This is an optimization exercise on Yosys and OpenROAD, whose aim is small area, not a production implementation. RTL that was checked went through simulation tests only; none was proved equivalent to the original. Only the layout flow was run in run 4; the RTL was not checked for function there. Power figures rest on the tool's default switching activity, not on a simulated workload.

===== design/flow/design.v =====
module operand_fetch_stage #(
    parameter int DATA_W    = 32,
    parameter int REG_SEL_W = 5
) (
    input  logic                 clk,
    input  logic                 rst,
    input  logic                 flush,
    input  logic                 in_valid,
    output logic                 in_ready,
    input  logic [REG_SEL_W-1:0] in_rs1_addr,
    input  logic                 in_rs1_en,
    input  logic [REG_SEL_W-1:0] in_rs2_addr,
    input  logic                 in_rs2_en,
    input  logic [REG_SEL_W-1:0] in_rd_addr,
    input  logic                 in_rd_en,
    input  logic [3:0]           in_funct3,
    input  logic [7:0]           in_funct7,
    input  logic [DATA_W:0]      in_imm,
    input  logic [6:0]           in_opcode,
    input  logic                 wb_en,
    input  logic [REG_SEL_W-1:0] wb_addr,
    input  logic [DATA_W-1:0]    wb_data,
    output logic                 out_valid,
    input  logic                 out_ready,
    output logic [DATA_W:0]      out_rs1,
    output logic [DATA_W:0]      out_rs2,
    output logic [REG_SEL_W:0]   out_rd,
    output logic [3:0]           out_funct3,
    output logic [7:0]           out_funct7,
    output logic [DATA_W:0]      out_imm,
    output logic [6:0]           out_opcode
);
    localparam int NREG = 1 << REG_SEL_W;
    logic [DATA_W-1:0] rf_q [1:NREG-1];
    logic [DATA_W-1:0] wr_data;
    logic [NREG-1:1]   row_en;
    assign wr_data = wb_data & {DATA_W{~rst}};
    always_comb begin
        for (int i = 1; i < NREG; i++) begin
            row_en[i] = rst | (wb_en & (wb_addr == REG_SEL_W'(i)));
        end
    end
    always_ff @(posedge clk) begin
        for (int i = 1; i < NREG; i++) begin
            if (row_en[i]) rf_q[i] <= wr_data;
        end
    end
    logic out_valid_q;
    logic accept;
    assign in_ready = !out_valid_q || out_ready;
    assign accept   = in_valid && in_ready && !flush;
    always_ff @(posedge clk) begin
        if (rst || flush) begin
            out_valid_q <= 1'b0;
        end else if (in_ready) begin
            out_valid_q <= in_valid;
        end
    end
    logic [3:0] rs1_lo, rs2_lo;
    logic [7:0] rs1_hi, rs2_hi;
    always_comb begin
        for (int i = 0; i < 4; i++) begin
            rs1_lo[i] = (in_rs1_addr[1:0] == 2'(i));
            rs2_lo[i] = (in_rs2_addr[1:0] == 2'(i));
        end
        for (int i = 0; i < 8; i++) begin
            rs1_hi[i] = in_rs1_en && (in_rs1_addr[4:2] == 3'(i));
            rs2_hi[i] = in_rs2_en && (in_rs2_addr[4:2] == 3'(i));
        end
    end
    logic [3:0]           rs1_lo_q, rs2_lo_q;
    logic [7:0]           rs1_hi_q, rs2_hi_q;
    logic                 rs1_en_q, rs2_en_q;
    logic [REG_SEL_W:0]   out_rd_q;
    logic [3:0]           out_funct3_q;
    logic [7:0]           out_funct7_q;
    logic [DATA_W:0]      out_imm_q;
    logic [6:0]           out_opcode_q;
    always_ff @(posedge clk) begin
        if (in_ready) begin
            rs1_lo_q     <= rs1_lo;
            rs2_lo_q     <= rs2_lo;
            rs1_hi_q     <= rs1_hi;
            rs2_hi_q     <= rs2_hi;
            rs1_en_q     <= in_rs1_en;
            rs2_en_q     <= in_rs2_en;
            out_rd_q     <= {in_rd_addr, in_rd_en};
            out_funct3_q <= in_funct3;
            out_funct7_q <= in_funct7;
            out_imm_q    <= in_imm;
            out_opcode_q <= in_opcode;
        end
    end
    logic [DATA_W-1:0] rs1_data, rs2_data;
    logic [NREG-1:1]   rs1_sel_q, rs2_sel_q;
    always_comb begin
        for (int i = 1; i < NREG; i++) begin
            rs1_sel_q[i] = rs1_hi_q[i / 4] && rs1_lo_q[i % 4];
            rs2_sel_q[i] = rs2_hi_q[i / 4] && rs2_lo_q[i % 4];
        end
    end
    for (genvar b = 0; b < DATA_W; b++) begin : g_rd
        logic [NREG-1:1] col;
        for (genvar i = 1; i < NREG; i++) begin : g_col
            assign col[i] = rf_q[i][b];
        end
        opf_rdsel #(.N(NREG-1)) u_rs1 (.d(col), .sel(rs1_sel_q), .y(rs1_data[b]));
        opf_rdsel #(.N(NREG-1)) u_rs2 (.d(col), .sel(rs2_sel_q), .y(rs2_data[b]));
    end
    assign out_valid  = out_valid_q;
    assign out_rs1    = {rs1_data, rs1_en_q};
    assign out_rs2    = {rs2_data, rs2_en_q};
    assign out_rd     = out_rd_q;
    assign out_funct3 = out_funct3_q;
    assign out_funct7 = out_funct7_q;
    assign out_imm    = out_imm_q;
    assign out_opcode = out_opcode_q;
endmodule
module opf_rdsel #(
    parameter int N = 31
) (
    input  logic [N-1:0] d,
    input  logic [N-1:0] sel,
    output logic         y
);
    logic [10:0] n;
    logic [2:0]  h;
    for (genvar g = 0; g < 10; g++) begin : g_aoi
        opf_aoi222 u_aoi (
            .a1(d[3*g]),   .a2(sel[3*g]),
            .b1(d[3*g+1]), .b2(sel[3*g+1]),
            .c1(d[3*g+2]), .c2(sel[3*g+2]),
            .y(n[g])
        );
    end
    opf_nand2 u_last (.a(d[30]), .b(sel[30]), .y(n[10]));
    opf_nand4 u_h0 (.a(n[0]), .b(n[1]), .c(n[2]),  .d(n[3]), .y(h[0]));
    opf_nand4 u_h1 (.a(n[4]), .b(n[5]), .c(n[6]),  .d(n[7]), .y(h[1]));
    opf_nand3 u_h2 (.a(n[8]), .b(n[9]), .c(n[10]),           .y(h[2]));
    opf_or3   u_y  (.a(h[0]), .b(h[1]), .c(h[2]),            .y(y));
endmodule
module opf_aoi222 (
    input  logic a1, a2, b1, b2, c1, c2,
    output logic y
);
    assign y = ~((a1 & a2) | (b1 & b2) | (c1 & c2));
endmodule
module opf_nand2 (
    input  logic a, b,
    output logic y
);
    assign y = ~(a & b);
endmodule
module opf_nand3 (
    input  logic a, b, c,
    output logic y
);
    assign y = ~(a & b & c);
endmodule
module opf_nand4 (
    input  logic a, b, c, d,
    output logic y
);
    assign y = ~(a & b & c & d);
endmodule
module opf_or3 (
    input  logic a, b, c,
    output logic y
);
    assign y = a | b | c;
endmodule

===== design/flow/flow/run.sh =====
#!/bin/bash
# Standard layout (the standard.sh), with buf_1 port buffers and a clock
# tree of larger sink clusters and no dummy loads. Each step's full log is in
# orfs/logs; make's own output goes to standard.log.
export BUFFER_PORTS_ARGS="-buffer_cell sky130_fd_sc_hd__buf_1"
export CTS_ARGS="-sink_clustering_enable -repair_clock_nets -dont_use_dummy_load -buf_list {sky130_fd_sc_hd__clkbuf_16} -sink_clustering_size 24 -sink_clustering_max_diameter 80"
bash standard.sh > standard.log 2>&1

===== design/flow/standard.sh =====
#!/bin/bash
# synth_recipe.tcl (not shown) runs the flow's synth.tcl, then flattens the netlist and writes it again
# the make line also repeats each setting of config.mk as NAME=value (left out here)
make -C /OpenROAD-flow-scripts/flow DESIGN_CONFIG=/design/flow/config.mk WORK_HOME=/design/flow/orfs CLKGATE_MAP_FILE= SYNTH_SCRIPT=/design/flow/synth_recipe.tcl "${@:-finish}"

===== design/flow/config.mk =====
export PLATFORM = sky130hd
export DESIGN_NAME = operand_fetch_stage
export DESIGN_NICKNAME = operand_fetch_stage
export VERILOG_FILES = /design/flow/design.v
export SDC_FILE = /design/flow/constraint.sdc
export NUM_CORES = 4
export LEC_CHECK = 0
export CAP_MARGIN = 10
export CORE_MARGIN = 2
export CORE_UTILIZATION = 60
export PLACE_DENSITY = 0.7
export SETUP_SLACK_MARGIN = 0.1
export SLEW_MARGIN = 10
export SYNTH_HIERARCHICAL = 1
export SYNTH_MINIMUM_KEEP_SIZE = 0

===== design/flow/constraint.sdc =====
create_clock -name core_clock -period 4.0 [get_ports {clk}]
set_input_delay 0.8000 -clock core_clock [delete_from_list [all_inputs] [get_ports {clk}]]
set_output_delay 0.8000 -clock core_clock [all_outputs]
set_load 0.01 [all_outputs]

==> qor.csv, run 1 <==
stage,metric,value,unit
outcome,run_status,timing/DRC/antenna clean,
clock_tree,cts_root_buf,clkbuf_16,
critical_path,cp-startpoint,rs2_lo_q[0],
floorplanning,rows,96,
global_route,grt_first_pass_wirelength,193000,microns
critical_path,critical_path.endpoint_type,output pin,
critical_path,timing.setup.critical_path_class,flip-flop to output pin,
sta,transition_time_at_the_pin_with_the_least_slew_margin,1.28,ns
synth,synth.avg_cell_area,18.7,sq um
global_route,grt_pass1_vias,28700,
critical_path,timing.rr.start,out_valid_q,
synth,synth_area_leader_cell,edfxtp_1,
synth,synth_adder_area_share,0,
placed_design,port_buffers,238,
pwr,maximum_ir_drop_on_the_vdd_rail,0.379,mV
critical_path,cp-endpoint,out_rs2[11],
sta,post-route-period-util,0.985,
finish,fill_cells,4600,
routing,detailedRoute.firstPassIterationCount,14,
finish,nets,2757,
sta,slew_violations,0,
finish,multiInputGateArea,0.00972,sq mm
worst_hold_path,worst_hold_path_type,input port to flip-flop,
critical_path,crit_fanout,32,
synth,syn-cell-area,0.0417,sq mm
routing,drtIter0Drc,8721,
global_route,grt_overflow_total,0,
routing,dr_total_vias,29500,
routing,wirelength,138000,microns
floorplanning,fp.coreArea,0.0687,sq mm
clock_tree,clkTransAtPathRegs,0.09,ns
synth,yosys_warnings,8,
synth,synthDominantCellAreaShare,0.775,
clock_tree,cts_max_path_buffers,3,
pwr,power.density,464,mW/mm^2
finish,layout.cell_area.non_filler,0.0466,sq mm
sta,maxClockFrequency,254,MHz
synth,synth.most_common_cell,edfxtp_1,
clock_tree,tritoncts.num_buffers,52,
finish,layout-area-overhead-vs-synth,11.8,%
global_route,largest_net_degree_at_the_start_of_global_routing,86,
sta,max-slew-margin-rel,0.146,
sta,timing.setup.tns,0,ns
flow_run,max_cap_violations,0,
routing,route.antenna.remaining_nets,0,
critical_path,timing.reg2reg.worst_path_depth,2,
sta,finalHoldViolations,0,
routing,routed_wire_length_per_instance,38.7,microns
critical_path,worstSetupStartpointType,flip-flop,
critical_path,critical_path.n_buffers_inverters,2,
critical_path,path_cells,and2_1 > buf_6 > a222oi_1 > nand4_1 > or3_1 > buf_1,
placed_design,detailedPlacementHpwl,80100,microns
synth,synth.yosys.seq_area_share,0.775,
synth,largest_family_of_logic_cells_by_synthesized_area,compound AO/OA/AOI/OAI gates,
critical_path,crit_path_max_incr_delay,0.56,ns
sta,final.setup.worst_slack,0.0584,ns
floorplanning,dieHeight,268,microns
critical_path,cell_family_with_most_cp_delay,simple AND/OR/NAND/NOR gates,
synth,post_synth_inst_count,2232,
critical_path,regToRegEndpoint,out_imm_q[19],
placed_design,gpl.final_weighted_congestion,0.971,
synth,number_of_flops_mapped_to_enable_cells_by_yosys,1076,
pwr,power.total,21.7,mW
sta,setup_violation_total_in_the_final_timing_report,0,
routing,route.detailed.drc,0,
clock_tree,clock-sinks,1077,
critical_path,required,3.20,ns
finish,final_util,0.679,
critical_path,worst-path-stages,6,
floorplanning,dieArea,0.0716,sq mm
critical_path,critPathSlowestCell,edfxtp_1,
synth,syn_nets,2345,
placed_design,place_ws,0.568,ns
floorplanning,dieWidth,268,microns
synth,synth.top_cells.by_count,"edfxtp_1, a222oi_1, nand4_1, nand2_1",
synth,asyncSetResetFlopFracSynth,0,
sta,grt_setup_unrepaired,true,
synth,most_frequently_used_flop_master_after_synthesis,edfxtp_1,
sta,min_period,3.94,ns
finish,drive_above_1_share,0.110,
sta,clock_skew,0.0266,ns
synth,yosys.area_share.simple,0.0640,
critical_path,worstPathArrival,3.14,ns
routing,route.detailed.vias_per_inst,8.26,
synth,complex_gate_fraction_of_the_synthesized_area,0.159,
synth,yosys.area_share.xor_xnor,0,
synth,synth_top_cells_by_area,"edfxtp_1, a222oi_1, nand4_1",
placed_design,detailed_place.area,0.0449,sq mm
clock_tree,clk_latency,0.65,ns
global_route,antenna_found_initial,1,
finish,antenna-diode-count,0,
floorplanning,pin_count,239,
floorplanning,initial_core_utilization,0.607,
synth,synth.area.mux_share,0,
finish,ff_latch_area,0.0323,sq mm
clock_tree,cts-htree-levels,2,
synth,postSynthRegisterBits,1077,
pwr,power.leakage,15.1,nW
clock_tree,tritoncts,done,
global_route,grt_use_total,0.379,
critical_path,reg2reg_setup_slack,2.37,ns
synth,yosys.cell_types.count,29,
-- flip-flops by register name (all words and copies together) (netlist names), 6 cells and up --
register	flops
out_funct7_q	8
out_imm_q	33
out_opcode_q	7
out_rd_q	6
rf_q	992
rs1_hi_q	8
rs2_hi_q	8
-- cell families after synthesis --
kind of cell	count (synthesis)
compound gates	672
simple gates	467
flops	1077
buf+inv	16
-- Yosys stat by module, one instance, submodules excluded, a selection --
module               flops+latches  times used  cells  cell area (sq um)
opf_or3                          0          64      1               6.26
opf_nand2                        0          64      1               3.75
opf_aoi222                       0         640      1               10.0
operand_fetch_stage           1077           1   1272              33500
opf_nand4                        0         128      1               6.26
opf_nand3                        0          64      1               5.00
-- how the worst min path moves through the flow --
stage / cells after the start / slack, ns / from / endpoint
2_1_floorplan: 1 / 0.88 / flush / out_valid_q
3_3_place_gp: 1 / 0.97 / in_imm[21] / out_imm_q[21]
3_5_place_dp: 1 / 0.97 / in_imm[18] / out_imm_q[18]
4_1_cts: 1 / 0.28 / in_imm[2] / out_imm_q[2]
5_1_grt: 1 / 0.30 / in_rd_addr[2] / out_rd_q[3]
6_report: 1 / 0.31 / in_imm[24] / out_imm_q[24]
-- metal layers --
metal,part of all wire,vias up,global-route usage
met1,0.33,14400,0.509
met5,0.000065,-,0
met2,0.44,3076,0.565
met3,0.17,412,0.108
li1,-,11600,-
met4,0.064,2,0.209
-- repair_timing --
item                                    4_1_cts  5_1_grt
endpoints found under the setup margin       45       54
hold buffers                                  0        0
setup buffers                                 0        4
gates cloned                                  0        1
pin swaps                                    15       42
gates resized for setup                      22       71
-- placed cells by master, fill, tap and decap left out, drive strengths merged, types with 7 or more instances in the layout --
master  instances
a21o            8
nand2b         11
edfxtp       1076
a31o            7
or3            64
clkbuf         55
nor2b          38
nand4         129
and2           64
o21ai          15
a222oi        640
nor2           15
nand2          70
nand3          64
buf           367
-- cell type report --
cell class / instances / share of cell area
Sequential cell: 1077 / 0.693
Multi-Input combinational cell: 1139 / 0.208
Timing Repair Buffer: 370 / 0.0450
Clock buffer: 52 / 0.0279
Tap cell: 931 / 0.0250
Inverter: 4 / 0.000322
-- stage by stage --
step | instances | hold WS, ns
floorplan | 2232 | 0.878
global placement | 3516 | 0.968
detailed placement | 3516 | 0.970
CTS | 3568 | 0.280
global route | 3573 | 0.296
finish | 3573 | 0.310
-- worst register-to-register path, stage by stage, from the launching register on --
cell,delay (ns)
dfxtp_1,0.34
nand2b_4,0.09
buf_4,0.81
-- power by group --
group	switching, mW	leakage [nW]	total, mW	internal, mW
logic	1.51	3.93	2.07	0.563
clock network	3.30	0.641	5.62	2.32
registers	0.496	10.5	14.0	13.5
==> inputs of run 2 (changes only) <==
--- a/design/flow/config.mk
+++ b/design/flow/config.mk
@@ -8,6 +8,6 @@
 export CAP_MARGIN = 10
 export CORE_MARGIN = 2
-export CORE_UTILIZATION = 60
-export PLACE_DENSITY = 0.7
+export CORE_UTILIZATION = 70
+export PLACE_DENSITY = 0.8
 export SETUP_SLACK_MARGIN = 0.1
 export SLEW_MARGIN = 10
==> run 2 against run 1 <==
The layout now fails its checks (setup timing). Via count is 4.9% higher. Largest power group unchanged. Critical endpoint is now out_rs2[4]. Largest cell class unchanged. Highest routed layer unchanged. Count of clock-buffer cells in the layout shrank 1. Sequential power about the same. Critical path type unchanged. Flip-flop and latch count is the same.
==> qor.csv, run 2 <==
stage,metric,value,unit,change
synth,post_synth_inst_count,2232,,unchanged
routing,drtIter0Drc,9894,,+13%
finish,layout.cells.most_common_list,"edfxtp_1, a222oi_1, buf_1",,
floorplanning,initial_core_utilization,0.708,,+0.101
finish,nets,2820,,+2.3%
critical_path,crit_fanout,15,,-53%
sta,setup_violation_total_in_the_final_timing_report,4,,+4
outcome,so_faults,setup timing,,
synth,yosys.cell_types.count,29,,unchanged
global_route,grt_first_pass_wirelength,194000,microns,+0.45%
synth,synth.avg_cell_area,18.7,sq um,unchanged
placed_design,detailedPlacementHpwl,80500,microns,+0.49%
routing,route.detailed.drc,0,,unchanged
pwr,power.density,462,mW/mm^2,-0.61%
global_route,grt-busiest-layer,met2,,
sta,post-route-period-util,1.03,,+0.0451
synth,syn-cell-area,0.0417,sq mm,unchanged
sta,max-slew-margin-rel,0.112,,-0.0333
synth,most_frequently_used_flop_master_after_synthesis,edfxtp_1,,
flow_run,max_cap_violations,0,,unchanged
routing,routed_wire_length_per_instance,40.1,microns,+3.5%
synth,synth.yosys.seq_area_share,0.775,,unchanged
synth,synthDominantCellAreaShare,0.775,,unchanged
finish,largest_register_ff_count,992,,unchanged
synth,postSynthRegisterBits,1077,,unchanged
sta,maxClockFrequency,243,MHz,-4.4%
pwr,power.total,21.7,mW,about the same
routing,route.detailed.vias_per_inst,8.90,,+7.8%
floorplanning,fp.coreArea,0.0589,sq mm,-14%
finish,final_util,0.797,,+0.118
clock_tree,cts_max_path_buffers,3,,unchanged
global_route,grt_use_met1,0.593,,+0.0837
critical_path,path_cells,buf_4 > and2_4 > buf_4 > a222oi_1 > nand4_1 > or3_4 > buf_1,,
clock_tree,cts-htree-levels,2,,unchanged
sta,transition_time_at_the_pin_with_the_least_slew_margin,1.33,ns,+0.0498 ns
placed_design,gpl.final_weighted_congestion,0.998,,+2.7%
synth,yosys_warnings,8,,unchanged
synth,synth_top_cells_by_area,"edfxtp_1, a222oi_1, nand4_1",,
finish,layout-area-overhead-vs-synth,12.6,%,
routing,wirelength,139000,microns,+0.77%
floorplanning,rows,89,,-7.3%
critical_path,required,3.20,ns,about the same
synth,syn_nets,2345,,unchanged
pwr,maximum_ir_drop_on_the_vdd_rail,0.393,mV,+3.8%
sta,clock_skew,0.0233,ns,-0.00326 ns
global_route,grt_use_total,0.442,,+0.0632
sta,slew_violations,0,,unchanged
placed_design,detailed_place.area,0.0448,sq mm,-0.29%
synth,asyncSetResetFlopFracSynth,0,,unchanged
critical_path,critical_path.n_buffers_inverters,3,,+1
synth,number_of_flops_mapped_to_enable_cells_by_yosys,1076,,unchanged
clock_tree,tritoncts.num_buffers,51,,-1.9%
sta,final.setup.worst_slack,-0.122,ns,-0.180 ns
sta,grt_setup_unrepaired,true,,
critical_path,worstSetupStartpointType,flip-flop,,
global_route,grt_overflow_total,0,,unchanged
clock_tree,clk_latency,0.64,ns,about the same
synth,synth.top_cells.by_count,"edfxtp_1, a222oi_1, nand4_1, nand2_1",,
critical_path,crit_path_max_incr_delay,0.56,ns,about the same
critical_path,cell_family_with_most_cp_delay,simple AND/OR/NAND/NOR gates,,
global_route,grtUsageMet3,0.129,,+0.0214
floorplanning,dieArea,0.0615,sq mm,-14%
synth,synth_area_leader_cell,edfxtp_1,,
critical_path,critPathSlowestCell,edfxtp_1,,
clock_tree,clkTransAtPathRegs,0.10,ns,about the same
finish,layout.cell_area.non_filler,0.0469,sq mm,+0.67%
clock_tree,clock-sinks,1077,,unchanged
routing,route.antenna.remaining_nets,0,,unchanged
clock_tree,hold_buffers,0,,unchanged
finish,drive_above_1_share,0.135,,+0.0248
floorplanning,pin_count,239,,unchanged
routing,detailedRoute.firstPassIterationCount,22,,+8
outcome,run_status,failed layout checks,,
floorplanning,dieWidth,248,microns,-7.3%
global_route,antenna_found_initial,2,,+1
clock_tree,cts_root_buf,clkbuf_16,,
global_route,largest_net_degree_at_the_start_of_global_routing,71,,-17%
floorplanning,dieHeight,248,microns,-7.3%
finish,layout.cells.most_common,edfxtp_1,,
global_route,met2_usage,0.664,,+0.0991
sta,finalHoldViolations,0,,unchanged
finish,top_register,rf_q,,
pwr,power.leakage,15.4,nW,+2.3%
critical_path,timing.setup.critical_path_class,flip-flop to output pin,,
critical_path,worstPathArrival,3.32,ns,+0.18 ns
critical_path,critical_path.most_common_cell,buf_4,,
sta,min_period,4.12,ns,+0.180 ns
placed_design,port_buffers,238,,unchanged
synth,synth.most_common_cell,edfxtp_1,,
global_route,grt_pass1_vias,29100,,+1.5%
placed_design,place_ws,0.418,ns,-0.150 ns
routing,dr_total_vias,31000,,+4.9%
clock_tree,tritoncts,done,,
finish,reg_top3,"rf_q: 992 flops, out_imm_q: 33 flops",,
worst_hold_path,worst_hold_path_type,input port to flip-flop,,
critical_path,critical_path.endpoint_type,output pin,,
run 2: worst paths after layout:
kind	cells past startpoint	to	startpoint	slack (ns)
min	1	out_rd_q[0]	in_rd_en	0.32
max	7	out_rs2[4]	rs2_lo_q[2]	-0.12
min reg2reg	2	out_valid_q	out_valid_q	0.70
max reg2reg	2	out_imm_q[1]	out_valid_q	2.27
run 2: through the flow:
| stage | TNS (ns) | hold slack [ns] | std cells |
|---|---|---|---|
| global placement | 0 | 0.679 | 3370 |
| global route | -0.159 | 0.299 | 3478 |
| detailed placement | 0 | 0.692 | 3370 |
| floorplan | -2.25 | 0.878 | 2232 |
| finish | -0.158 | 0.319 | 3479 |
| CTS | 0 | 0.304 | 3427 |
run 2: metal layers:
metal	wire [microns]	up-vias
met4	11400	4
met2	60600	3953
li1	-	11800
met3	26900	760
met5	27	-
met1	40600	14500
run 2: cell families after synthesis:
group | synth area share
DFF | 0.775
AOI/OAI and AO/OA | 0.159
and+or+nand+nor | 0.0640
buffers and inverters | 0.00198
run 2: area by class of cell:
class | count | area (sq um)
repair buffers | 432 | 2580
diodes | 1 | 2.50
clock buffers | 51 | 1280
inverters | 4 | 15.0
fillers | 3020 | 12000
multi-input cells | 1141 | 9770
flip-flops and latches | 1077 | 32300
well taps | 773 | 967
run 2: power breakdown:
part / internal (mW) / total [mW] / switching, mW
clock network: 2.28 / 5.53 / 3.26
registers: 13.5 / 14.0 / 0.541
logic: 0.605 / 2.12 / 1.51
run 2: repair_timing:
item                       in CTS  in global routing
setup buffers                   6                 45
gates cloned                    0                  5
setup endpoints to repair      57                 46
gates resized for setup        40                 84
pin swaps                      14                 96
run 2: Yosys stat by module, one instance, submodules excluded, a selection:
module / area, sq um / copies in the design / flip-flops and latches
operand_fetch_stage: 33500 / 1 / 1077
opf_aoi222: 10.0 / 640 / 0
opf_nand2: 3.75 / 64 / 0
opf_nand3: 5.00 / 64 / 0
opf_or3: 6.26 / 64 / 0
opf_nand4: 6.26 / 128 / 0
==> inputs of run 3 (changes only) <==
--- a/design/flow/config.mk
+++ b/design/flow/config.mk
@@ -6,10 +6,10 @@
 export NUM_CORES = 4
 export LEC_CHECK = 0
-export CAP_MARGIN = 10
+export CAP_MARGIN = 5
 export CORE_MARGIN = 2
-export CORE_UTILIZATION = 70
-export PLACE_DENSITY = 0.8
+export CORE_UTILIZATION = 60
+export PLACE_DENSITY = 0.7
 export SETUP_SLACK_MARGIN = 0.1
-export SLEW_MARGIN = 10
+export SLEW_MARGIN = 5
 export SYNTH_HIERARCHICAL = 1
 export SYNTH_MINIMUM_KEEP_SIZE = 0
==> run 3 against run 2 <==
Register-to-register slack better by 0.09 ns. Critical endpoint is now out_rs1[15]. Critical path type unchanged. Clock skew increased by 0.0012 ns. Non-clock buffer count fell by 62. Power about the same. The run now finishes clean. Global-route usage shrank 6.3 points. Core utilization fell by 12 points. Combinational power shrank 2%. Sequential power is essentially flat. Design area shrank 0.70%. Hold slack got worse by 0.0070 ns. Routed wire length fell by 0.79%. Die area grew 16%.
==> qor.csv, run 3 <==
stage,metric,value,unit,change
outcome,run_status,timing/DRC/antenna clean,,
synth,post_synth_inst_count,2232,,unchanged
worst_hold_path,worst_hold_path.num_cells,1,,unchanged
finish,layout.cell_area.non_filler,0.0466,sq mm,-0.70%
critical_path,timing.setup.critical_path_class,flip-flop to output pin,,
sta,grt_setup_unrepaired,true,,
floorplanning,rows,96,,+7.9%
floorplanning,fp.coreArea,0.0687,sq mm,+17%
routing,detailedRoute.firstPassIterationCount,15,,-32%
sta,timing.setup.tns,0,ns,+0.158 ns
synth,postSynthRegisterBits,1077,,unchanged
sta,post-route-period-util,0.983,,-0.0476
critical_path,cell_family_with_most_cp_delay,simple AND/OR/NAND/NOR gates,,
synth,synth.top_cells.by_count,"edfxtp_1, a222oi_1, nand4_1, nand2_1",,
critical_path,worstPathArrival,3.13,ns,-0.19 ns
critical_path,worst-path-stages,6,,-1
finish,largest_register_ff_count,992,,unchanged
synth,synth_area_leader_cell,edfxtp_1,,
placed_design,gpl.final_weighted_congestion,0.971,,-2.6%
synth,synth.avg_cell_area,18.7,sq um,unchanged
critical_path,critPathSlowestCell,a222oi_1,,
routing,drtIter0Drc,8605,,-13%
synth,asyncSetResetFlopFracSynth,0,,unchanged
sta,timing.hold.ws,0.312,ns,-0.00702 ns
pwr,p_int,16.3,mW,about the same
worst_hold_path,worst_hold_path_type,input port to flip-flop,,
synth,synth_top_cells_by_area,"edfxtp_1, a222oi_1, nand4_1",,
global_route,grt_overflow_total,0,,unchanged
critical_path,crit_path_max_incr_delay,0.58,ns,+0.02 ns
floorplanning,initial_core_utilization,0.607,,-0.101
clock_tree,clkTransAtPathRegs,0.10,ns,about the same
pwr,power_switching_share,0.245,,about the same
placed_design,detailed_place.area,0.0449,sq mm,+0.29%
synth,syn_nets,2345,,unchanged
routing,route.detailed.vias_per_inst,8.25,,-7.3%
sta,transition_time_at_the_pin_with_the_least_slew_margin,1.33,ns,+0.00442 ns
clock_tree,cts-htree-levels,2,,unchanged
clock_tree,cts_root_buf,clkbuf_16,,
finish,drive_above_1_share,0.110,,-0.0248
clock_tree,tritoncts.num_buffers,52,,+2.0%
finish,layout.cells.most_common_list,"edfxtp_1, a222oi_1, buf_1",,
pwr,maximum_ir_drop_on_the_vdd_rail,0.380,mV,-3.4%
synth,yosys.cell_types.count,29,,unchanged
pwr,p_comb_frac,0.096,,-0.002
placed_design,detailedPlacementHpwl,80100,microns,-0.48%
critical_path,timing.reg2reg.worst_path_depth,2,,unchanged
critical_path,worstSetupStartpointType,flip-flop,,
global_route,grt-busiest-layer,met2,,
sta,finalHoldViolations,0,,unchanged
sta,clock_skew,0.0245,ns,+0.00121 ns
synth,syn-cell-area,0.0417,sq mm,unchanged
global_route,grt_use_total,0.379,,-0.0632
finish,top_register,rf_q,,
global_route,grt_pass1_vias,28700,,-1.5%
synth,synth.most_common_cell,edfxtp_1,,
global_route,grtUsageMet3,0.108,,-0.0214
sta,setup_violation_total_in_the_final_timing_report,0,,-4
finish,reg_top3,"rf_q: 992 flops, out_imm_q: 33 flops",,
clock_tree,clk_latency,0.65,ns,about the same
global_route,grt_first_pass_wirelength,193000,microns,-0.44%
global_route,grt_use_met1,0.509,,-0.0837
finish,fill_cells,4603,,+52%
synth,most_frequently_used_flop_master_after_synthesis,edfxtp_1,,
critical_path,crit_fanout,32,,+17
pwr,clockPowerShare,0.260,,+0.005
pwr,power.leakage,15.1,nW,-2.4%
floorplanning,dieHeight,268,microns,+7.9%
clock_tree,tritoncts,done,,
synth,number_of_flops_mapped_to_enable_cells_by_yosys,1076,,unchanged
floorplanning,dieArea,0.0716,sq mm,+16%
floorplanning,dieWidth,268,microns,+7.9%
clock_tree,hold_buffers,0,,unchanged
clock_tree,cts_max_path_buffers,3,,unchanged
clock_tree,clock-sinks,1077,,unchanged
placed_design,port_buffers,238,,unchanged
finish,layout-area-overhead-vs-synth,11.8,%,
floorplanning,pin_count,239,,unchanged
routing,routed_wire_length_per_instance,38.7,microns,-3.4%
finish,layout.cells.most_common,edfxtp_1,,
finish,nets,2757,,-2.2%
placed_design,place_ws,0.568,ns,+0.150 ns
critical_path,path_cells,and2_1 > buf_6 > a222oi_1 > nand4_1 > or3_1 > buf_1,,
pwr,power.density,465,mW/mm^2,+0.68%
synth,synth.yosys.seq_area_share,0.775,,unchanged
sta,max-slew-margin-rel,0.109,,-0.00296
synth,synthDominantCellAreaShare,0.775,,unchanged
pwr,p_seq_frac,0.645,,-0.002
routing,wirelength,138000,microns,-0.79%
global_route,met2_usage,0.565,,-0.0991
pwr,power.total,21.7,mW,about the same
critical_path,critical_path.n_buffers_inverters,2,,-1
routing,route.detailed.drc,0,,unchanged
synth,yosys_warnings,8,,unchanged
pwr,netSwitchingPower,5.31,mW,about the same
global_route,antenna_found_initial,1,,-1
routing,dr_total_vias,29500,,-4.8%
critical_path,critical_path.endpoint_type,output pin,,
flow_run,max_cap_violations,0,,unchanged
sta,maxClockFrequency,254,MHz,+4.8%
global_route,largest_net_degree_at_the_start_of_global_routing,86,,+21%
sta,slew_violations,0,,unchanged
routing,route.antenna.remaining_nets,0,,unchanged
sta,final.setup.worst_slack,0.0683,ns,+0.190 ns
sta,min_period,3.93,ns,-0.190 ns
critical_path,required,3.20,ns,about the same
## run 3: path summary, 6_finish.rpt
path,from,to,slack (ns)
worst max-delay path,rs1_lo_q[3],out_rs1[15],0.07
worst max register to register,out_valid_q,out_imm_q[19],2.36
worst min-delay path,in_imm[24],out_imm_q[24],0.31
worst min register to register,out_valid_q,out_imm_q[15],1.18
## run 3: power groups by stage
stage | sequential, mW | clock (mW) | combinational, mW
after floorplan | 14.1 | 0 | 0.868
after global placement | 14.1 | 0 | 1.89
after detailed placement | 14.2 | 0 | 1.92
after CTS | 13.9 | 5.62 | 1.94
after global routing | 14.1 | 5.94 | 2.11
final | 14.0 | 5.63 | 2.07
## run 3: kinds of logic (layout without fill, tap and decap cells)
kind of cell | after synthesis | count (layout) | share of synthesized area
compound gates | 672 | 672 | 0.159
simple gates | 467 | 467 | 0.0640
buf+inv | 16 | 426 | 0.00198
flops | 1077 | 1077 | 0.775
other cells | 0 | 1 | 0
## run 3: Yosys stat by module, one instance, submodules excluded, a selection
module | cells inside | flip-flops and latches | cell area (sq um)
operand_fetch_stage | 1272 | 1077 | 33500
opf_aoi222 | 1 | 0 | 10.0
opf_nand2 | 1 | 0 | 3.75
opf_nand3 | 1 | 0 | 5.00
opf_nand4 | 1 | 0 | 6.26
opf_or3 | 1 | 0 | 6.26
## run 3: layout make-up
class                      instances  area [sq um]  area share
sequential                      1077         32300       0.694
multi-input combinational       1139          9700       0.208
timing repair buffer             370          2100      0.0450
clock buffer                      52          1300      0.0279
tap                              931          1160      0.0250
inverter                           4          15.0    0.000322
antenna                            1          2.50   0.0000537
## run 3: per-stage QoR
step,util,std cells
floorplan,-,2232
global placement,0.654,3516
detailed placement,0.654,3516
CTS,0.674,3568
global route,0.678,3573
finish,0.678,3574
## run 3: repair_timing
item	CTS	global route
setup buffers	0	4
endpoints found under the setup margin	45	54
pin swaps	15	42
cloned	0	1
gates resized for setup	22	71
## run 3: routing by layer
layer / vias to the layer above / share of wire / routed length, microns
li1: 11600 / - / -
met1: 14300 / 0.33 / 45200
met2: 3105 / 0.44 / 61000
met3: 415 / 0.17 / 23300
met4: 2 / 0.064 / 8810
met5: - / 0.000065 / 9
## run 3: worst register-to-register path, cell delays in order (launching register included)
cell,delay (ns)
dfxtp_1,0.34
nand2b_4,0.09
buf_4,0.80
==> inputs of run 4 (changes only) <==
--- a/design/flow/design.v
+++ b/design/flow/design.v
@@ -32,8 +32,8 @@
 );
     localparam int NREG = 1 << REG_SEL_W;
-    logic [DATA_W-1:0] rf_q [1:NREG-1];
-    logic [DATA_W-1:0] wr_data;
+    logic [DATA_W-1:0] rf_n_q [1:NREG-1];
+    logic [DATA_W-1:0] wr_data_n;
     logic [NREG-1:1]   row_en;
-    assign wr_data = wb_data & {DATA_W{~rst}};
+    assign wr_data_n = ~wb_data | {DATA_W{rst}};
     always_comb begin
         for (int i = 1; i < NREG; i++) begin
@@ -43,5 +43,5 @@
     always_ff @(posedge clk) begin
         for (int i = 1; i < NREG; i++) begin
-            if (row_en[i]) rf_q[i] <= wr_data;
+            if (row_en[i]) rf_n_q[i] <= wr_data_n;
         end
     end
@@ -94,4 +94,7 @@
     logic [DATA_W-1:0] rs1_data, rs2_data;
     logic [NREG-1:1]   rs1_sel_q, rs2_sel_q;
+    logic              rs1_some, rs2_some;    
+    assign rs1_some = |rs1_hi_q & ~(rs1_hi_q[0] & rs1_lo_q[0]);
+    assign rs2_some = |rs2_hi_q & ~(rs2_hi_q[0] & rs2_lo_q[0]);
     always_comb begin
         for (int i = 1; i < NREG; i++) begin
@@ -103,8 +106,8 @@
         logic [NREG-1:1] col;
         for (genvar i = 1; i < NREG; i++) begin : g_col
-            assign col[i] = rf_q[i][b];
+            assign col[i] = rf_n_q[i][b];
         end
-        opf_rdsel #(.N(NREG-1)) u_rs1 (.d(col), .sel(rs1_sel_q), .y(rs1_data[b]));
-        opf_rdsel #(.N(NREG-1)) u_rs2 (.d(col), .sel(rs2_sel_q), .y(rs2_data[b]));
+        opf_rdsel u_rs1 (.d_n(col), .sel(rs1_sel_q), .some(rs1_some), .y(rs1_data[b]));
+        opf_rdsel u_rs2 (.d_n(col), .sel(rs2_sel_q), .some(rs2_some), .y(rs2_data[b]));
     end
     assign out_valid  = out_valid_q;
@@ -117,10 +120,9 @@
     assign out_opcode = out_opcode_q;
 endmodule
-module opf_rdsel #(
-    parameter int N = 31
-) (
-    input  logic [N-1:0] d,
-    input  logic [N-1:0] sel,
-    output logic         y
+module opf_rdsel (
+    input  logic [30:0] d_n,
+    input  logic [30:0] sel,
+    input  logic        some,
+    output logic        y
 );
     logic [10:0] n;
@@ -128,15 +130,15 @@
     for (genvar g = 0; g < 10; g++) begin : g_aoi
         opf_aoi222 u_aoi (
-            .a1(d[3*g]),   .a2(sel[3*g]),
-            .b1(d[3*g+1]), .b2(sel[3*g+1]),
-            .c1(d[3*g+2]), .c2(sel[3*g+2]),
+            .a1(d_n[3*g]),   .a2(sel[3*g]),
+            .b1(d_n[3*g+1]), .b2(sel[3*g+1]),
+            .c1(d_n[3*g+2]), .c2(sel[3*g+2]),
             .y(n[g])
         );
     end
-    opf_nand2 u_last (.a(d[30]), .b(sel[30]), .y(n[10]));
-    opf_nand4 u_h0 (.a(n[0]), .b(n[1]), .c(n[2]),  .d(n[3]), .y(h[0]));
-    opf_nand4 u_h1 (.a(n[4]), .b(n[5]), .c(n[6]),  .d(n[7]), .y(h[1]));
-    opf_nand3 u_h2 (.a(n[8]), .b(n[9]), .c(n[10]),           .y(h[2]));
-    opf_or3   u_y  (.a(h[0]), .b(h[1]), .c(h[2]),            .y(y));
+    opf_nand2 u_last (.a(d_n[30]), .b(sel[30]), .y(n[10]));
+    opf_nand4 u_h0 (.a(n[0]), .b(n[1]), .c(n[2]),  .d(n[3]),  .y(h[0]));
+    opf_nand4 u_h1 (.a(n[4]), .b(n[5]), .c(n[6]),  .d(n[7]),  .y(h[1]));
+    opf_nand4 u_h2 (.a(n[8]), .b(n[9]), .c(n[10]), .d(some),  .y(h[2]));
+    opf_nor3  u_y  (.a(h[0]), .b(h[1]), .c(h[2]),             .y(y));
 endmodule
 module opf_aoi222 (
@@ -152,10 +154,4 @@
     assign y = ~(a & b);
 endmodule
-module opf_nand3 (
-    input  logic a, b, c,
-    output logic y
-);
-    assign y = ~(a & b & c);
-endmodule
 module opf_nand4 (
     input  logic a, b, c, d,
@@ -164,8 +160,8 @@
     assign y = ~(a & b & c & d);
 endmodule
-module opf_or3 (
+module opf_nor3 (
     input  logic a, b, c,
     output logic y
 );
-    assign y = a | b | c;
+    assign y = ~(a | b | c);
 endmodule
--- a/design/flow/config.mk
+++ b/design/flow/config.mk
@@ -6,10 +6,10 @@
 export NUM_CORES = 4
 export LEC_CHECK = 0
-export CAP_MARGIN = 5
+export CAP_MARGIN = 10
 export CORE_MARGIN = 2
 export CORE_UTILIZATION = 60
 export PLACE_DENSITY = 0.7
 export SETUP_SLACK_MARGIN = 0.1
-export SLEW_MARGIN = 5
+export SLEW_MARGIN = 10
 export SYNTH_HIERARCHICAL = 1
 export SYNTH_MINIMUM_KEEP_SIZE = 0
==> run 4 against run 3 <==
Now fails the layout checks on setup timing. Design area rose by 0.53%. Register-to-register slack got worse by 0.10 ns. Setup slack got worse by 0.11 ns. Combinational power rose by 12%. Power rose by 1.0%. Cell count rose by 0.76%. Non-clock buffer count rose by 21. Global-route usage rose by 3.7 points. Die area rose by 0.67%. Critical path depth did not move. Flip-flop and latch count did not move. Sequential share of layout area fell by 0.37 points. Critical endpoint is now out_rs1[20]. Largest power group unchanged. Highest routed layer is now met4.
==> qor.csv, run 4 <==
stage,metric,value,unit,change
outcome,run_status,failed layout checks,,
outcome,so_faults,setup timing,,
clock_tree,clk_latency,0.65,ns,about the same
routing,route.detailed.vias_per_inst,8.61,,+4.3%
critical_path,cp-startpoint,rs1_lo_q[0],,
critical_path,crit_fanout,10,,-69%
floorplanning,fp.coreArea,0.0689,sq mm,+0.35%
critical_path,regToRegEndpoint,out_funct7_q[4],,
routing,dr_total_vias,31000,,+5.1%
floorplanning,pin_count,239,,unchanged
sta,timing.setup.tns,-0.0395,ns,-0.0395 ns
worst_hold_path,worst_hold_path_type,input port to flip-flop,,
sta,clock_skew,0.0165,ns,-0.00801 ns
finish,layout-area-overhead-vs-synth,11.6,%,
critical_path,cell_family_with_most_cp_delay,compound AO/OA/AOI/OAI gates,,
clock_tree,cts_max_path_buffers,3,,unchanged
routing,drtIter0Drc,8944,,+3.9%
critical_path,crit_path_max_incr_delay,0.99,ns,+0.41 ns
critical_path,cp-endpoint,out_rs1[20],,
finish,final_util,0.680,,+0.00123
clock_tree,clkTransAtPathRegs,0.09,ns,about the same
synth,synth.avg_cell_area,18.8,sq um,+0.36%
sta,final.setup.worst_slack,-0.0395,ns,-0.108 ns
sta,max-slew-margin-rel,0.184,,+0.0748
sta,setup_violation_total_in_the_final_timing_report,1,,+1
clock_tree,hold_buffers,0,,unchanged
placed_design,detailedPlacementHpwl,90400,microns,+13%
finish,fill_cells,4644,,+0.89%
flow_run,max_cap_violations,0,,unchanged
finish,layout.cells.most_common,edfxtp_1,,
floorplanning,dieWidth,269,microns,+0.33%
synth,postSynthRegisterBits,1077,,unchanged
sta,post-route-period-util,1.01,,+0.0270
placed_design,gpl.final_weighted_congestion,0.971,,about the same
routing,routed_wire_length_per_instance,42.1,microns,+8.7%
global_route,antenna_found_initial,1,,unchanged
critical_path,timing.rr.start,out_valid_q,,
finish,layoutNonFillerInstCount,3601,,+0.76%
critical_path,required,3.20,ns,about the same
critical_path,worstSetupStartpointType,flip-flop,,
clock_tree,tritoncts.num_buffers,51,,-1.9%
critical_path,timing.setup.critical_path_class,flip-flop to output pin,,
clock_tree,tritoncts,done,,
synth,synth.yosys.seq_area_share,0.770,,-0.00520
global_route,grt_use_total,0.416,,+0.0367
placed_design,place.detailed.instances,3542,,+0.74%
synth,syn-cell-area,0.0420,sq mm,+0.68%
synth,synthDominantCellAreaShare,0.770,,-0.00520
synth,synth_top_cells_by_area,"edfxtp_1, a222oi_1, nand4_1",,
critical_path,critical_path.endpoint_type,output pin,,
synth,synth_area_leader_cell,edfxtp_1,,
floorplanning,dieArea,0.0721,sq mm,+0.67%
sta,min_period,4.04,ns,+0.108 ns
global_route,grt_pass1_vias,30700,,+7.0%
critical_path,critical_path.n_buffers_inverters,2,,unchanged
critical_path,worst-path-stages,6,,unchanged
sta,finalHoldViolations,0,,unchanged
clock_tree,clock-sinks,1077,,unchanged
pwr,power.total,21.9,mW,+1.0%
synth,yosys_warnings,8,,unchanged
finish,top_register,rf_n_q,,
routing,route.antenna.remaining_nets,0,,unchanged
global_route,largest_net_degree_at_the_start_of_global_routing,59,,-31%
critical_path,reg2reg_setup_slack,2.26,ns,-0.10 ns
synth,synth.top_cells.by_count,"edfxtp_1, a222oi_1, nand4_1, nand2_1",,
synth,syn_nets,2352,,+0.30%
routing,wirelength,152000,microns,+9.6%
synth,asyncSetResetFlopFracSynth,0,,unchanged
placed_design,port_buffers,238,,unchanged
floorplanning,initial_core_utilization,0.609,,+0.00197
finish,largest_register_ff_count,992,,unchanged
routing,detailedRoute.firstPassIterationCount,17,,+2
critical_path,path_cells,and2_4 > buf_12 > a222oi_1 > nand4_1 > nor3_2 > buf_2,,
floorplanning,rows,96,,unchanged
clock_tree,cts-htree-levels,2,,unchanged
floorplanning,dieHeight,269,microns,+0.33%
critical_path,timing.reg2reg.worst_path_depth,2,,unchanged
routing,route.detailed.drc,0,,unchanged
global_route,grt_first_pass_wirelength,210000,microns,+8.7%
finish,nets,2783,,+0.94%
synth,yosys.cell_types.count,29,,unchanged
synth,post_synth_inst_count,2239,,+0.31%
critical_path,worstPathArrival,3.24,ns,+0.11 ns
sta,slew_violations,0,,unchanged
sta,timing.hold.ws,0.292,ns,-0.0196 ns
sta,maxClockFrequency,248,MHz,-2.7%
global_route,grt_overflow_total,0,,unchanged
clock_tree,cts_root_buf,clkbuf_16,,
critical_path,critPathSlowestCell,a222oi_1,,
synth,number_of_flops_mapped_to_enable_cells_by_yosys,1076,,unchanged
synth,most_frequently_used_flop_master_after_synthesis,edfxtp_1,,
pwr,maximum_ir_drop_on_the_vdd_rail,0.363,mV,-4.2%
finish,layout.cells.most_common_list,"edfxtp_1, a222oi_1, buf_1",,
pwr,power.density,467,mW/mm^2,+0.49%
finish,reg_top3,"rf_n_q: 992 flops, out_imm_q: 33 flops",,
synth,synth.most_common_cell,edfxtp_1,,
finish,drive_above_1_share,0.121,,+0.0105
sta,transition_time_at_the_pin_with_the_least_slew_margin,1.22,ns,-0.109 ns
sta,grt_setup_unrepaired,true,,
pwr,power.leakage,15.2,nW,+0.91%
run 4: cell types whose count changed after synthesis, moves of 4 or more:
| cell | delta |
|---|---|
| nand3_1 | -64 |
| nand2_1 | +32 |
| nand4_1 | +64 |
| nor3_2 | +64 |
| nor4_1 | +4 |
| nor2b_1 | -32 |
| or3_1 | -64 |
run 4: kinds of logic after synthesis:
logic type | after synthesis | share of synthesized area
DFF | 1077 | 0.770
buffers and inverters | 17 | 0.00221
AOI/OAI and AO/OA | 674 | 0.158
and+or+nand+nor | 471 | 0.0696
run 4: per-stage QoR:
step                cell area, sq um  setup slack (ns)
floorplan                      42000            0.0580
global placement               45400             0.689
detailed placement             45400             0.658
CTS                            46700            0.0690
global route                   46900           0.00910
finish                         46900           -0.0395
run 4: how the worst min path moves through the flow:
stage | start | end | cells past startpoint
after global routing | in_imm[11] | out_imm_q[11] | 1
final | flush | out_valid_q | 2
after floorplan | flush | out_valid_q | 1
after global placement | out_valid_q | out_valid_q | 2
after detailed placement | out_valid_q | out_valid_q | 2
after CTS | flush | out_valid_q | 2
run 4: Yosys stat by module (local to each module, per instance), a selection:
| module | flops+latches | area [sq um] | cells inside | times used |
|---|---|---|---|---|
| operand_fetch_stage | 1077 | 33500 | 1279 | 1 |
| opf_aoi222 | 0 | 10.0 | 1 | 640 |
| opf_nand2 | 0 | 3.75 | 1 | 64 |
| opf_nand4 | 0 | 6.26 | 1 | 192 |
| opf_nor3 | 0 | 10.0 | 1 | 64 |
run 4: metal layers:
metal  up-vias  track usage  share of wire
li1      11800            -              -
met1     14900        0.544           0.31
met2      3654        0.598           0.43
met3       663        0.146           0.19
met4         0        0.266          0.075
met5         -      0.00405              0
run 4: cell type report:
class	instances	area, sq um	area share
Antenna cell	2	5.00	0.000107
Clock buffer	51	1280	0.0272
Inverter	4	15.0	0.000320
Multi-Input combinational cell	1145	9840	0.210
Sequential cell	1077	32300	0.690
Tap cell	931	1160	0.0249
Timing Repair Buffer	391	2230	0.0475
run 4: timing repair:
| action | 4_1_cts | 5_1_grt |
|---|---|---|
| resized for setup | 12 | 24 |
| pin swaps | 2 | 15 |
| endpoints found under the setup margin | 25 | 28 |
| gates cloned | 0 | 0 |
| buffers inserted | 0 | 6 |
run 4: power breakdown:
part	total, mW	leakage (nW)	switching, mW	internal [mW]
Sequential	14.0	10.8	0.511	13.5
Clock	5.58	0.628	3.31	2.28
Combinational	2.31	3.81	1.73	0.584
Total	21.9	15.2	5.55	16.3

==> re-timing with driven ports <==
In the flow no input, the clock included, has a driving cell. The finished layouts below were timed again as built, in two steps. Step 1: set_driving_cell puts a clkbuf_16 on clk and a buf_2 on each other input, an assumption about the parent block. Step 2 moves the port delays by t, midway between the first and last clock arrival at a register: inputs arrive t later, outputs are due t later. That takes back most of the time a late clock gives input paths. a / b / c = ideal ports / drivers / drivers and shift; a / b = the first two.
run	t, ns	setup WS [ns]	worst setup path after step 2	slew at the worst register clock pin (ns)	worst data-port slew with drivers (ns)
run 1	0.703	0.058 / -0.008 / 0.695	register to output	0.10 / 0.10	0.07
run 2	0.688	-0.122 / -0.186 / 0.502	register to output	0.10 / 0.10	0.04
run 3	0.703	0.068 / 0.002 / 0.705	register to output	0.10 / 0.10	0.07
run 4	0.713	-0.040 / -0.110 / 0.603	register to output	0.10 / 0.10	0.08
